This is an optimization exercise on Yosys and OpenROAD, whose aim is a short achievable clock period and few clock cycles, not a production implementation.
The RTL was checked by simulation tests, not by an equivalence proof against the original design.

==> inputs of build 22 <==
## cpu_top
module cpu_top #(
    parameter logic [31:0] STACK_TOP = 32'h100
) (
    input  logic        clk,
    input  logic        rst,
    input  logic        start,
    input  logic        hwint,
    input  logic [31:0] mem_rdata,
    output logic        mem_rd,
    output logic        mem_wr,
    output logic [31:0] mem_addr,
    output logic [31:0] mem_wdata
);
clock: 10.0 ns
lec_check: 0
abc_clock_period_in_ps: 2500
cap_margin: 20
core_margin: 2
core_utilization: 40
setup_slack_margin: 5
slew_margin: 20
run.sh (not shown) runs the stock make flow with config.mk's settings and CLKGATE_MAP_FILE= SYNTH_SCRIPT=/design/flow/synth_recipe.tcl, a recipe that flattens the netlist after the stock synthesis.
==> inputs of trial 88, as changes to build 22 <==
--- a/flow/design.v
+++ b/flow/design.v
@@ -252,62 +252,52 @@
     assign commit    = e_valid && cond_ok;
     assign wb        = e_load ? mem_rdata : alu_res;
     assign wr_main   = commit && e_wr;
     assign pc_wr     = wr_main && (e_dest == RPC);
     assign wr_status = wr_main && (e_dest == RST);
     assign trap      = commit && e_trap;
     assign redirect  = e_valid && (trap || (pc_wr != e_pred));
     assign target    = trap ? {30'd0, e_vec} : (pc_wr ? wb : e_pcn);
-    logic        mem_wr_q;
-    logic [31:0] mem_addr_q;
-    assign mem_wr    = mem_wr_q;
-    assign mem_rd    = !mem_wr_q;
-    assign mem_addr  = mem_addr_q;
+    assign mem_wr    = commit && (e_store || e_trap);
+    assign mem_rd    = !mem_wr;
+    assign mem_addr  = (e_valid && e_port) ? e_b : fpc;
     assign mem_wdata = e_a;
     always_ff @(posedge clk) begin
         for (int i = 0; i < 12; i++) begin
             if (wr_main && e_dest == 4'(i)) begin
                 rf[i] <= wb;
             end
         end
         if (pc_wr) begin
             lr <= e_pcn;
         end else if (wr_main && e_dest == RLR) begin
             lr <= wb;
         end
     end
-    logic [3:0] flags_n;
-    always_comb begin
-        if (wr_status) begin
-            flags_n = wb[3:0];
-        end else if (commit && e_setf) begin
-            flags_n = alu_flags;
-        end else begin
-            flags_n = st_flags;
-        end
-    end
     always_ff @(posedge clk) begin
         if (rst) begin
             sp <= STACK_TOP;
             st_mode <= 1'b1;
             st_imask <= 1'b0;
             st_flags <= 4'd0;
         end else begin
             if (wr_main && e_dest == RSP) begin
                 sp <= wb;
             end else if (commit && (e_push || e_trap)) begin
                 sp <= e_b;
             end else if (commit && e_pop) begin
                 sp <= sp + 32'd1;
             end
-            st_flags <= flags_n;
             if (wr_status) begin
-                {st_mode, st_imask} <= wb[5:4];
+                {st_mode, st_imask, st_flags} <= wb[5:0];
             end else begin
+                if (commit && e_setf) begin
+                    st_flags <= alu_flags;
+                end
                 if (trap) begin
                     st_mode <= 1'b1;
                     if (e_clrim) begin
                         st_imask <= 1'b0;
                     end
                 end
             end
         end
@@ -349,30 +339,16 @@
     assign d_trap    = hw_take || is_int || is_undef || fault;
     assign sel_a = (is_alu && !m_imm) ? (m_rev ? rc : rb) : (is_alu ? rb : ra);
     assign a_reg = (is_alu && !(m_imm && m_rev)) || is_st || is_str || is_push;
     assign sel_b = (is_alu && !m_imm && !m_rev) ? rc : (is_pop ? RSP : rb);
     assign b_reg = (is_alu && !(m_imm && !m_rev)) || is_ldr || is_str || is_pop;
     assign reads_status = (a_reg && sel_a == RST) || (b_reg && sel_b == RST);
     assign uses_sp_upd  = is_push || is_pop || is_int || is_undef || faultable;
     assign e_wsp        = e_valid && e_wr && (e_dest == RSP);
-    logic        d_jtype, flags_final, d_cond_ok, d_resolve, d_taken, d_redirect;
-    logic [31:0] d_target;
-    assign d_jtype     = (is_ldi || (is_alu && !m_nld && opc[3:0] >= 4'd7)) && (ra == RPC);
-    assign flags_final = !(e_valid && (e_setf || e_trap || (e_wr && e_dest == RST)));
-    assign d_cond_ok   = cond_ok_f(d_cond, st_flags);
-    assign d_resolve   = d_jtype && !d_trap && (flags_final || d_cond == 4'd0 || d_cond > 4'd10);
-    assign d_taken     = d_resolve ? d_cond_ok || d_cond == 4'd0 || d_cond > 4'd10 : d_pred;
-    assign d_redirect  = d_adv && d_resolve && (d_taken != d_pred) && !redirect;
-    assign d_target    = d_taken ? n_b : d_pcn;
-    logic e_valid_n, d_port, d_mwr;
-    assign e_valid_n = !rst && d_adv && !redirect;
-    assign d_port    = d_trap || is_ld || is_ldr || is_pop || is_st || is_str || is_push;
-    assign d_mwr     = e_valid_n && (d_trap || is_st || is_str || is_push)
-                       && (hw_take || cond_ok_f(d_cond, rst ? 4'd0 : flags_n));
     assign stall = d_valid && ((e_valid && (hw_pend || faultable || reads_status))
                                || (uses_sp_upd && e_wsp));
     assign d_adv = d_valid && !stall;
     always_comb begin
         if (commit && (e_push || e_trap)) begin
             sp_view = e_b;
             sp_view_m1 = e_b - 32'd1;
         end else if (commit && e_pop) begin
@@ -411,113 +387,68 @@
             n_b = {24'd0, imm8};
         end else if (is_ldi || is_ld || is_st) begin
             n_b = {16'd0, imm16};
         end else begin
             n_b = rv_b;
         end
     end
     always_ff @(posedge clk) begin
-        e_valid <= e_valid_n;
+        if (rst) begin
+            e_valid <= 1'b0;
+        end else begin
+            e_valid <= d_adv && !redirect;
+        end
         e_load  <= !d_trap && (is_ld || is_ldr || is_pop);
         e_store <= !d_trap && (is_st || is_str || is_push);
         e_push  <= !d_trap && is_push;
         e_pop   <= !d_trap && is_pop;
         e_trap  <= d_trap;
         e_hw    <= hw_take;
         e_wr    <= !d_trap && ((is_alu && !m_nld) || is_ldi || is_ld || is_ldr || is_pop);
         e_setf  <= !d_trap && is_alu && m_set;
-        e_port  <= d_port;
+        e_port  <= d_trap || is_ld || is_ldr || is_pop || is_st || is_str || is_push;
         e_clrim <= hw_take || is_int;
         e_vec   <= hw_take ? 2'd1 : (is_int ? 2'd2 : 2'd3);
-        e_pred  <= !d_trap && d_taken;
+        e_pred  <= !d_trap && d_pred;
         e_cond  <= d_cond;
         e_op    <= is_ldi ? 4'd7 : opc[3:0];
         e_dest  <= ra;
         e_a     <= n_a;
         e_b     <= n_b;
         e_pcn   <= d_pcn;
     end
-    localparam int IC_BITS = 5;
-    localparam int IC_N = 1 << IC_BITS;
-    logic [IC_N-1:0]       ic_valid;
-    logic [9-IC_BITS:0]    ic_tag [IC_N];
-    logic [31:0]           ic_data [IC_N];
-    logic [IC_N-1:0]       ic_pred;
-    logic                  fl_valid;
-    logic [9:0]            fl_addr;
-    logic [31:0]           fl_data;
-    logic                  fl_pred;
-    logic [IC_BITS-1:0]    f_idx;
-    logic                  f_hit;
-    logic                  port_free;
-    logic                  fetch;
-    logic [31:0]           f_word;
-    logic                  f_jmp, f_uncond, f_back, m_pred, f_pred;
-    logic [31:0]           fpc_n;
-    assign f_idx     = fpc[IC_BITS-1:0];
-    assign f_hit     = ic_valid[f_idx] && (ic_tag[f_idx] == fpc[9:IC_BITS]);
-    assign port_free = !(e_valid && e_port);
-    assign fetch     = run && (port_free || f_hit) && (!d_valid || d_adv);
+    logic        fetch;
+    logic        f_jmp, f_uncond, f_back, f_pred;
+    assign fetch    = run && !(e_valid && e_port) && (!d_valid || d_adv);
     assign f_jmp    = (mem_rdata[27:20] == 8'h03) && (mem_rdata[19:16] == RPC);
     assign f_uncond = (mem_rdata[31:28] == 4'd0) || (mem_rdata[31:28] > 4'd10);
     assign f_back   = (fpc[31:16] != 16'd0) || (mem_rdata[15:0] <= fpc[15:0]);
-    assign m_pred   = f_jmp && (f_uncond || f_back);
-    assign f_word = port_free ? mem_rdata : ic_data[f_idx];
-    assign f_pred = port_free ? m_pred : ic_pred[f_idx];
-    always_comb begin
-        if (rst) begin
-            fpc_n = 32'd0;
-        end else if (redirect) begin
-            fpc_n = target;
-        end else if (d_redirect) begin
-            fpc_n = d_target;
-        end else if (fetch) begin
-            fpc_n = f_pred ? {16'd0, f_word[15:0]} : fpc + 32'd1;
-        end else begin
-            fpc_n = fpc;
-        end
-    end
-    always_ff @(posedge clk) begin
-        fl_valid <= !rst && port_free;
-        fl_addr <= fpc[9:0];
-        fl_data <= mem_rdata;
-        fl_pred <= m_pred;
-        if (rst) begin
-            ic_valid <= '0;
-        end else if (fl_valid) begin
-            ic_valid[fl_addr[IC_BITS-1:0]] <= 1'b1;
-        end
-        if (fl_valid) begin
-            ic_tag[fl_addr[IC_BITS-1:0]] <= fl_addr[9:IC_BITS];
-            ic_data[fl_addr[IC_BITS-1:0]] <= fl_data;
-            ic_pred[fl_addr[IC_BITS-1:0]] <= fl_pred;
-        end
-    end
+    assign f_pred   = f_jmp && (f_uncond || f_back);
     always_ff @(posedge clk) begin
-        fpc <= fpc_n;
-        mem_addr_q <= (e_valid_n && d_port) ? n_b : fpc_n;
-        mem_wr_q <= d_mwr;
         if (rst) begin
             run <= 1'b0;
             hwint_q <= 1'b0;
+            fpc <= 32'd0;
             d_valid <= 1'b0;
         end else begin
             hwint_q <= hwint;
             if (start) begin
                 run <= 1'b1;
             end
-            if (redirect || d_redirect) begin
+            if (redirect) begin
+                fpc <= target;
                 d_valid <= 1'b0;
             end else if (fetch) begin
+                fpc <= f_pred ? {16'd0, mem_rdata[15:0]} : fpc + 32'd1;
                 d_valid <= 1'b1;
             end else if (d_adv) begin
                 d_valid <= 1'b0;
             end
         end
         if (fetch) begin
-            d_ir <= f_word;
+            d_ir <= mem_rdata;
             d_pcn <= fpc + 32'd1;
             d_pred <= f_pred;
         end
     end
 endmodule
 `default_nettype wire
Settings changed: ABC_CLOCK_PERIOD_IN_PS 2500 to not set, SETUP_SLACK_MARGIN 5 to not set.
==> inputs of build 45, as changes to build 22 <==
--- a/flow/design.v
+++ b/flow/design.v
@@ -252,62 +252,52 @@
     assign commit    = e_valid && cond_ok;
     assign wb        = e_load ? mem_rdata : alu_res;
     assign wr_main   = commit && e_wr;
     assign pc_wr     = wr_main && (e_dest == RPC);
     assign wr_status = wr_main && (e_dest == RST);
     assign trap      = commit && e_trap;
     assign redirect  = e_valid && (trap || (pc_wr != e_pred));
     assign target    = trap ? {30'd0, e_vec} : (pc_wr ? wb : e_pcn);
-    logic        mem_wr_q;
-    logic [31:0] mem_addr_q;
-    assign mem_wr    = mem_wr_q;
-    assign mem_rd    = !mem_wr_q;
-    assign mem_addr  = mem_addr_q;
+    assign mem_wr    = commit && (e_store || e_trap);
+    assign mem_rd    = !mem_wr;
+    assign mem_addr  = (e_valid && e_port) ? e_b : fpc;
     assign mem_wdata = e_a;
     always_ff @(posedge clk) begin
         for (int i = 0; i < 12; i++) begin
             if (wr_main && e_dest == 4'(i)) begin
                 rf[i] <= wb;
             end
         end
         if (pc_wr) begin
             lr <= e_pcn;
         end else if (wr_main && e_dest == RLR) begin
             lr <= wb;
         end
     end
-    logic [3:0] flags_n;
-    always_comb begin
-        if (wr_status) begin
-            flags_n = wb[3:0];
-        end else if (commit && e_setf) begin
-            flags_n = alu_flags;
-        end else begin
-            flags_n = st_flags;
-        end
-    end
     always_ff @(posedge clk) begin
         if (rst) begin
             sp <= STACK_TOP;
             st_mode <= 1'b1;
             st_imask <= 1'b0;
             st_flags <= 4'd0;
         end else begin
             if (wr_main && e_dest == RSP) begin
                 sp <= wb;
             end else if (commit && (e_push || e_trap)) begin
                 sp <= e_b;
             end else if (commit && e_pop) begin
                 sp <= sp + 32'd1;
             end
-            st_flags <= flags_n;
             if (wr_status) begin
-                {st_mode, st_imask} <= wb[5:4];
+                {st_mode, st_imask, st_flags} <= wb[5:0];
             end else begin
+                if (commit && e_setf) begin
+                    st_flags <= alu_flags;
+                end
                 if (trap) begin
                     st_mode <= 1'b1;
                     if (e_clrim) begin
                         st_imask <= 1'b0;
                     end
                 end
             end
         end
@@ -349,30 +339,16 @@
     assign d_trap    = hw_take || is_int || is_undef || fault;
     assign sel_a = (is_alu && !m_imm) ? (m_rev ? rc : rb) : (is_alu ? rb : ra);
     assign a_reg = (is_alu && !(m_imm && m_rev)) || is_st || is_str || is_push;
     assign sel_b = (is_alu && !m_imm && !m_rev) ? rc : (is_pop ? RSP : rb);
     assign b_reg = (is_alu && !(m_imm && !m_rev)) || is_ldr || is_str || is_pop;
     assign reads_status = (a_reg && sel_a == RST) || (b_reg && sel_b == RST);
     assign uses_sp_upd  = is_push || is_pop || is_int || is_undef || faultable;
     assign e_wsp        = e_valid && e_wr && (e_dest == RSP);
-    logic        d_jtype, flags_final, d_cond_ok, d_resolve, d_taken, d_redirect;
-    logic [31:0] d_target;
-    assign d_jtype     = (is_ldi || (is_alu && !m_nld && opc[3:0] >= 4'd7)) && (ra == RPC);
-    assign flags_final = !(e_valid && (e_setf || e_trap || (e_wr && e_dest == RST)));
-    assign d_cond_ok   = cond_ok_f(d_cond, st_flags);
-    assign d_resolve   = d_jtype && !d_trap && (flags_final || d_cond == 4'd0 || d_cond > 4'd10);
-    assign d_taken     = d_resolve ? d_cond_ok || d_cond == 4'd0 || d_cond > 4'd10 : d_pred;
-    assign d_redirect  = d_adv && d_resolve && (d_taken != d_pred) && !redirect;
-    assign d_target    = d_taken ? n_b : d_pcn;
-    logic e_valid_n, d_port, d_mwr;
-    assign e_valid_n = !rst && d_adv && !redirect;
-    assign d_port    = d_trap || is_ld || is_ldr || is_pop || is_st || is_str || is_push;
-    assign d_mwr     = e_valid_n && (d_trap || is_st || is_str || is_push)
-                       && (hw_take || cond_ok_f(d_cond, rst ? 4'd0 : flags_n));
     assign stall = d_valid && ((e_valid && (hw_pend || faultable || reads_status))
                                || (uses_sp_upd && e_wsp));
     assign d_adv = d_valid && !stall;
     always_comb begin
         if (commit && (e_push || e_trap)) begin
             sp_view = e_b;
             sp_view_m1 = e_b - 32'd1;
         end else if (commit && e_pop) begin
@@ -411,108 +387,92 @@
             n_b = {24'd0, imm8};
         end else if (is_ldi || is_ld || is_st) begin
             n_b = {16'd0, imm16};
         end else begin
             n_b = rv_b;
         end
     end
     always_ff @(posedge clk) begin
-        e_valid <= e_valid_n;
+        if (rst) begin
+            e_valid <= 1'b0;
+        end else begin
+            e_valid <= d_adv && !redirect;
+        end
         e_load  <= !d_trap && (is_ld || is_ldr || is_pop);
         e_store <= !d_trap && (is_st || is_str || is_push);
         e_push  <= !d_trap && is_push;
         e_pop   <= !d_trap && is_pop;
         e_trap  <= d_trap;
         e_hw    <= hw_take;
         e_wr    <= !d_trap && ((is_alu && !m_nld) || is_ldi || is_ld || is_ldr || is_pop);
         e_setf  <= !d_trap && is_alu && m_set;
-        e_port  <= d_port;
+        e_port  <= d_trap || is_ld || is_ldr || is_pop || is_st || is_str || is_push;
         e_clrim <= hw_take || is_int;
         e_vec   <= hw_take ? 2'd1 : (is_int ? 2'd2 : 2'd3);
-        e_pred  <= !d_trap && d_taken;
+        e_pred  <= !d_trap && d_pred;
         e_cond  <= d_cond;
         e_op    <= is_ldi ? 4'd7 : opc[3:0];
         e_dest  <= ra;
         e_a     <= n_a;
         e_b     <= n_b;
         e_pcn   <= d_pcn;
     end
-    localparam int IC_BITS = 5;
+    localparam int IC_BITS = 6;
     localparam int IC_N = 1 << IC_BITS;
     logic [IC_N-1:0]       ic_valid;
     logic [9-IC_BITS:0]    ic_tag [IC_N];
     logic [31:0]           ic_data [IC_N];
     logic [IC_N-1:0]       ic_pred;
-    logic                  fl_valid;
-    logic [9:0]            fl_addr;
-    logic [31:0]           fl_data;
-    logic                  fl_pred;
     logic [IC_BITS-1:0]    f_idx;
     logic                  f_hit;
     logic                  port_free;
     logic                  fetch;
+    logic                  fill;
     logic [31:0]           f_word;
     logic                  f_jmp, f_uncond, f_back, m_pred, f_pred;
-    logic [31:0]           fpc_n;
     assign f_idx     = fpc[IC_BITS-1:0];
     assign f_hit     = ic_valid[f_idx] && (ic_tag[f_idx] == fpc[9:IC_BITS]);
     assign port_free = !(e_valid && e_port);
-    assign fetch     = run && (port_free || f_hit) && (!d_valid || d_adv);
+    assign fetch     = run && (f_hit || port_free) && (!d_valid || d_adv);
+    assign fill      = run && !f_hit && port_free;
     assign f_jmp    = (mem_rdata[27:20] == 8'h03) && (mem_rdata[19:16] == RPC);
     assign f_uncond = (mem_rdata[31:28] == 4'd0) || (mem_rdata[31:28] > 4'd10);
     assign f_back   = (fpc[31:16] != 16'd0) || (mem_rdata[15:0] <= fpc[15:0]);
     assign m_pred   = f_jmp && (f_uncond || f_back);
-    assign f_word = port_free ? mem_rdata : ic_data[f_idx];
-    assign f_pred = port_free ? m_pred : ic_pred[f_idx];
-    always_comb begin
-        if (rst) begin
-            fpc_n = 32'd0;
-        end else if (redirect) begin
-            fpc_n = target;
-        end else if (d_redirect) begin
-            fpc_n = d_target;
-        end else if (fetch) begin
-            fpc_n = f_pred ? {16'd0, f_word[15:0]} : fpc + 32'd1;
-        end else begin
-            fpc_n = fpc;
-        end
-    end
+    assign f_word = f_hit ? ic_data[f_idx] : mem_rdata;
+    assign f_pred = f_hit ? ic_pred[f_idx] : m_pred;
     always_ff @(posedge clk) begin
-        fl_valid <= !rst && port_free;
-        fl_addr <= fpc[9:0];
-        fl_data <= mem_rdata;
-        fl_pred <= m_pred;
         if (rst) begin
             ic_valid <= '0;
-        end else if (fl_valid) begin
-            ic_valid[fl_addr[IC_BITS-1:0]] <= 1'b1;
+        end else if (fill) begin
+            ic_valid[f_idx] <= 1'b1;
         end
-        if (fl_valid) begin
-            ic_tag[fl_addr[IC_BITS-1:0]] <= fl_addr[9:IC_BITS];
-            ic_data[fl_addr[IC_BITS-1:0]] <= fl_data;
-            ic_pred[fl_addr[IC_BITS-1:0]] <= fl_pred;
+        if (fill) begin
+            ic_tag[f_idx] <= fpc[9:IC_BITS];
+            ic_data[f_idx] <= mem_rdata;
+            ic_pred[f_idx] <= m_pred;
         end
     end
     always_ff @(posedge clk) begin
-        fpc <= fpc_n;
-        mem_addr_q <= (e_valid_n && d_port) ? n_b : fpc_n;
-        mem_wr_q <= d_mwr;
         if (rst) begin
             run <= 1'b0;
             hwint_q <= 1'b0;
+            fpc <= 32'd0;
             d_valid <= 1'b0;
         end else begin
             hwint_q <= hwint;
             if (start) begin
                 run <= 1'b1;
             end
-            if (redirect || d_redirect) begin
+            if (redirect) begin
+                fpc <= target;
                 d_valid <= 1'b0;
             end else if (fetch) begin
+                fpc <= f_pred ? {16'd0, f_word[15:0]} : fpc + 32'd1;
                 d_valid <= 1'b1;
             end else if (d_adv) begin
                 d_valid <= 1'b0;
             end
         end
         if (fetch) begin
             d_ir <= f_word;
             d_pcn <= fpc + 32'd1;
==> run_results.csv <==
group,metric,value,unit
floorplanning,die_y,496.8,um
cts,cts.clk_slew.worst_paths,70,ps
timing,finalWorstPathRequiredPeriod,5162,ps
run_status,outcome,"timing/DRC/antenna clean",
detailed_routing,detail_route.first_pass.iterations,9,
That was build 22.
==> run_results.csv <==
group,metric,value,unit
cts,postCtsSetupBuffers,89,
run,maxCapViolations,0,
detailed_routing,detail_route.first_pass.iterations,7,
timing,finalWorstPathRequiredPeriod,5080,ps
run_status,outcome,"timing/DRC/antenna clean",
floorplanning,die_width,595.7,um
cts,cts.clk_slew.worst_paths,60,ps
finish,fin_nets,9589,
That was build 45.
==> run_results.csv <==
group,metric,value,unit
run_status,outcome,"timing/DRC/antenna clean",
timing,post-route-period-util,0.6285,
detailed_routing,detail_route.first_pass.iterations,12,
yosys,synth-compound-area-share,0.2434,
global_route,globalRoute.busiestLayer,"met2",
timing,finalWorstPathRequiredPeriod,6285,ps
cts,cts.clk_slew.worst_paths,60,ps
yosys,synth_top_cells_by_area,"sky130_fd_sc_hd__edfxtp_1 (32%), sky130_fd_sc_hd__dfxtp_1 (8.6%), sky130_fd_sc_hd__nand2_1 (4.0%), sky130_fd_sc_hd__a21oi_1 (3.8%), sky130_fd_sc_hd__nor2_1 (3.6%)",
That was trial 88.
Testbench counts of build 22, summed over its fixed seeds: cycles 27,930.
Testbench counts of trial 88, summed over its fixed seeds: cycles 32,728.
Testbench counts of build 45, summed over its fixed seeds: cycles 28,443.

## re-timing with driven ports
The flow's constraints put no driver on any port. The routed layouts listed below were extracted and timed again, unchanged, in two steps. Step 1 sets driving cells, clkbuf_16 on the clock port and buf_2 on the other inputs (assumed; they add their load-dependent delay and slew). Step 2 times the ports against the registers' clock, not the clock port: input delays grow and output delays shrink by t, the midpoint of the rising clock arrivals with the driver on. Three values: ideal ports, drivers, drivers and shift; two values: the first two.
run | t, ns | setup WS [ns] | worst hold slack (ns) | clock arrival spread, ns | worst data-port slew with drivers (ns)
build 22 | 0.961 | 4.838 / 4.838 / 4.097 | 0.457 / 0.457 / 0.457 | 0.082 / 0.082 | 0.17
trial 88 | 0.722 | 3.715 / 3.715 / 3.715 | 0.332 / 0.332 / 0.332 | 0.036 / 0.037 | 0.06
build 45 | 1.024 | 4.920 / 4.819 / 4.170 | 0.347 / 0.347 / 0.347 | 0.091 / 0.090 | 0.04
After both steps setup and hold are still met in every run listed. For build 45, which loses most, drivers alone change the setup slack by -0.101 ns; drivers and shift together by -0.750 ns.
